Context: an optimization exercise on an open-source flow, tuned for small area, a short achievable clock period and few clock cycles per item. The choices shown serve that exercise and are no tape-out recipe.
Function was checked by simulation only, so behaviour that the tests miss may differ from the original.

Design mont_redc_ws, start of the top module:
module mont_redc_ws #(
    parameter int P_WIDTH  = 64,
    parameter int W_WIDTH  = 32,
    parameter int PD_WIDTH = 2 * P_WIDTH,
    parameter int NUM_W    = P_WIDTH / W_WIDTH
) (
    input  logic                clk,
    input  logic                rst_n,
    input  logic                in_valid,
    output logic                in_ready,
    input  logic [PD_WIDTH-1:0] Mul_in,
    input  logic [P_WIDTH-1:0]  N_in,
    input  logic [W_WIDTH-1:0]  Nprime_in,
    output logic                out_valid,
    input  logic                out_ready,
    output logic [P_WIDTH-1:0]  res_out,
    output logic [P_WIDTH:0]    res_raw_out
);
    logic        st_load, st_step, st_fin2;
    logic [2:0]  cnt;
    logic        free, pv, go;
    logic        la_on;    
    logic [65:0] w;
    logic [64:0] r;
    logic        m63, sel_r;
    logic        qtop;
    logic [7:0]  q_q, nt_q;
    logic [63:0] n_q;
    logic [7:0]  np_q, tl_q;
    logic [3:0] onen, twon, negn;
    always_ff @(posedge clk) begin
        n_q   <= N_in;
        tl_q  <= Mul_in[7:0];
        np_q  <= Nprime_in[7:0];
    end
    logic [2:0] bnp [4];
    for (genvar j = 0; j < 4; j++) begin : g_npenc
        assign bnp[j] = {Nprime_in[2*j+1], Nprime_in[2*j], (j == 0) ? 1'b0 : Nprime_in[2*j-1]};
        always_ff @(posedge clk) begin
            onen[j] <= bnp[j][1] ^ bnp[j][0];
            twon[j] <= (bnp[j] == 3'b011) || (bnp[j] == 3'b100);
            negn[j] <= bnp[j][2];
        end
    end
    logic [2:0] bd [4];
    logic [3:0] one, two, neg, one_a, two_a, neg_a, one_d, two_d, neg_d;
  ...
For scale: roughly 3,200 cells after synthesis, ~270 flip-flops, ~360 I/O pins, ~31,000 um2 of cells after synthesis.
export LEC_CHECK = 0
export CAP_MARGIN = 20
export CORE_MARGIN = 2
export CORE_UTILIZATION = 40
export SLEW_MARGIN = 60
create_clock -name core_clock -period 16.0 [get_ports {clk}]
standard.sh (not shown) runs the stock make flow with config.mk's settings and CLKGATE_MAP_FILE= SYNTH_SCRIPT=/design/flow/synth_recipe.tcl, a recipe that flattens the netlist after the stock synthesis.
==> flow/flow/run.sh <==
#!/bin/bash
# The standard layout (standard.sh: ORFS synth .. finish), except that the port
# buffers use the smallest plain buffer cell (every port still gets its own buffer).
export BUFFER_PORTS_ARGS="-buffer_cell sky130_fd_sc_hd__buf_1"
bash standard.sh > standard.log 2>&1
Testbench counts at the start, summed over its fixed seeds: cycles 48,016, items 4,800.
==> next run, changes <==
==> flow/run.sh (new file) <==
#!/bin/bash
# synth_recipe.tcl (not shown) runs the flow's synth.tcl, then flattens the netlist and writes it again
# the make line also repeats each setting of config.mk as NAME=value (left out here)
make -C /OpenROAD-flow-scripts/flow DESIGN_CONFIG=/design/flow/config.mk WORK_HOME=/design/flow/orfs CLKGATE_MAP_FILE= SYNTH_SCRIPT=/design/flow/synth_recipe.tcl finish
removed: flow/flow/run.sh
removed: flow/standard.sh
Design area goes up by 6.2%.
Fmax goes down by 0.80%.
Non-clock buffer count goes up by 2.
Critical path depth does not change.
Wire length goes up by 0.82%.
Final cell count is about the same.
Setup slack degrades by 54 ps.
Utilization goes up by 2.8 points.
Worst hold slack improves by 7.4 ps.
Via count goes down by 0.91%.
Global-route usage goes up by 0.23 points.

* * *

alpha:
Another version of the RTL of mont_redc_ws (not shown whole).
For scale: about 260 flip-flops, ~360 I/O pins, about 29000 um^2 of cells after synthesis.
// mont_redc_ws
module mont_redc_ws #(
    parameter int P_WIDTH  = 64,
    parameter int W_WIDTH  = 32,
    parameter int PD_WIDTH = 2 * P_WIDTH,
    parameter int NUM_W    = P_WIDTH / W_WIDTH
) (
    input  logic                clk,
    input  logic                rst_n,
    input  logic                in_valid,
    output logic                in_ready,
    input  logic [PD_WIDTH-1:0] Mul_in,
    input  logic [P_WIDTH-1:0]  N_in,
    input  logic [W_WIDTH-1:0]  Nprime_in,
    output logic                out_valid,
    input  logic                out_ready,
    output logic [P_WIDTH-1:0]  res_out,
    output logic [P_WIDTH:0]    res_raw_out
);
Settings: LEC_CHECK=0, CAP_MARGIN=20, CORE_MARGIN=2, CORE_UTILIZATION=40, CTS_BUF_LIST=sky130_fd_sc_hd__clkbuf_8, SLEW_MARGIN=60; clock period 16.0 ns.
==> flow/flow/run.sh <==
#!/bin/bash
# The standard layout (standard.sh: ORFS synth .. finish) with two changes:
#  - port buffers use the smallest plain buffer cell (every port still gets its own buffer)
#  - the setup repair over-fixes: repair_timing aims at 10.3 ns of setup slack instead of 0
export BUFFER_PORTS_ARGS="-buffer_cell sky130_fd_sc_hd__buf_1"
export SETUP_SLACK_MARGIN=10.3
bash standard.sh > standard.log 2>&1
Per the final summary, alpha finished and its layout is clean on timing, DRC and antenna.
Testbench counts of alpha, summed over its fixed seeds: cycles 48,016, items 4,800.
Modified inputs, beta compared to alpha
Settings: CORE_UTILIZATION changed from 40 to 55.
res_out[20] as the critical path endpoint was reported by beta, and w[46] by alpha. Row final critical-path required period: beta higher / alpha lower. Max setup slack across alpha and beta: alpha. The CTS clock-pin slew for the worst setup and hold paths in beta sits 0.02 ns below the value recorded for alpha. Sort alpha and beta by instance area at placement, ascending, and beta comes first. On total vias in the final route, the lower figure sits with alpha, not beta. Cmp beta vs alpha: number of global-route vias before repair higher in beta. Fraction of area in multi-input gates: beta vs alpha up 0.44 points. Comparing alpha against beta, there is no change at all in number of top-level pins.
Input changes introduced in gamma (baseline for comparison: beta):
Settings: swapping 55 for 40 in CORE_UTILIZATION.
==> flow/flow/run.sh <==
#!/bin/bash
# The standard layout (standard.sh: ORFS synth .. finish) with two changes:
#  - port buffers use the smallest plain buffer cell (every port still gets its own buffer)
#  - the setup repair over-fixes: repair_timing aims at 10 ns of setup slack instead of 0
export BUFFER_PORTS_ARGS="-buffer_cell sky130_fd_sc_hd__buf_1"
export SETUP_SLACK_MARGIN=10
bash standard.sh > standard.log 2>&1
Results
gamma reached the final stage; the timing, design-rule and antenna checks on its layout passed.
Higher vias after detailed routing was reported by beta, not gamma.
Summary of gamma over beta: wire length per cell went down 5.2%; combined global-route utilization of all metal layers fell by 9.8 points; final cell count went up; part of the cycle the worst path needs climbed 1.6 points.
### gamma -> delta
==> flow/flow/run.sh <==
#!/bin/bash
# The standard layout (standard.sh: ORFS synth .. finish), except that the port
# buffers use the smallest plain buffer cell (every port still gets its own buffer).
export BUFFER_PORTS_ARGS="-buffer_cell sky130_fd_sc_hd__buf_1"
bash standard.sh > standard.log 2>&1
## What came out
Wire length of the first global-routing pass: delta > gamma
Compare delta and gamma | area growth from synthesis to layout lower: delta
Number of filler instances in the final layout: delta < gamma
Comparing delta and gamma, the higher number of antenna violations at the first check in global routing is on gamma.
Input changes introduced in epsilon (baseline for comparison: delta):
Settings: CTS_BUF_LIST removed (was sky130_fd_sc_hd__clkbuf_8).
==> flow/flow/run.sh <==
#!/bin/bash
# The standard layout (standard.sh: ORFS synth .. finish) with two changes:
#  - port buffers use the smallest plain buffer cell (every port still gets its own buffer)
#  - the setup repair over-fixes: repair_timing aims at 10.3 ns of setup slack instead of 0
export BUFFER_PORTS_ARGS="-buffer_cell sky130_fd_sc_hd__buf_1"
export SETUP_SLACK_MARGIN=10.3
bash standard.sh > standard.log 2>&1
--- outcome ---
Against delta, epsilon reports a clock period minus worst slack that is lower. delta → epsilon: core occupancy in the finished layout went up 1.1 points; setup slack of the critical path after layout higher; number of vias per cell after detailed routing went up.

port drivers added, routing unchanged:
In the flow no input, the clock included, has a driving cell. The finished layouts below were timed again as built, in two steps.
Step 1 sets driving cells, clkbuf_16 on the clock port and buf_2 on the other inputs (assumed; they add their load-dependent delay and slew).
Step 2 also shifts input and output timing later by t, the mid clock arrival at the registers, as if the neighbouring blocks saw the same clock.
a / b / c = no drivers / after step 1 / after step 2; a / b = the first two.
| run | shift t [ns] | setup slack, ns | worst setup path after step 2 | cell pins on the clock port's net |
|---|---|---|---|---|
| the first run of note 1 | 0.635 | 9.338 / 9.338 / 9.338 | register to register | 1 |
| the second run of note 1 | 0.625 | 9.284 / 9.284 / 9.284 | register to register | 1 |
| alpha | 0.707 | 10.425 / 10.382 / 10.425 | register to register | 1 |
| beta | 0.711 | 10.410 / 10.352 / 10.443 | register to register | 1 |
| gamma | 0.705 | 10.149 / 10.149 / 10.149 | register to register | 1 |
| delta | 0.720 | 9.582 / 9.582 / 9.582 | register to register | 1 |
| epsilon | 0.618 | 10.308 / 10.308 / 10.308 | register to register | 1 |
After both steps setup and hold are still met in every run listed.
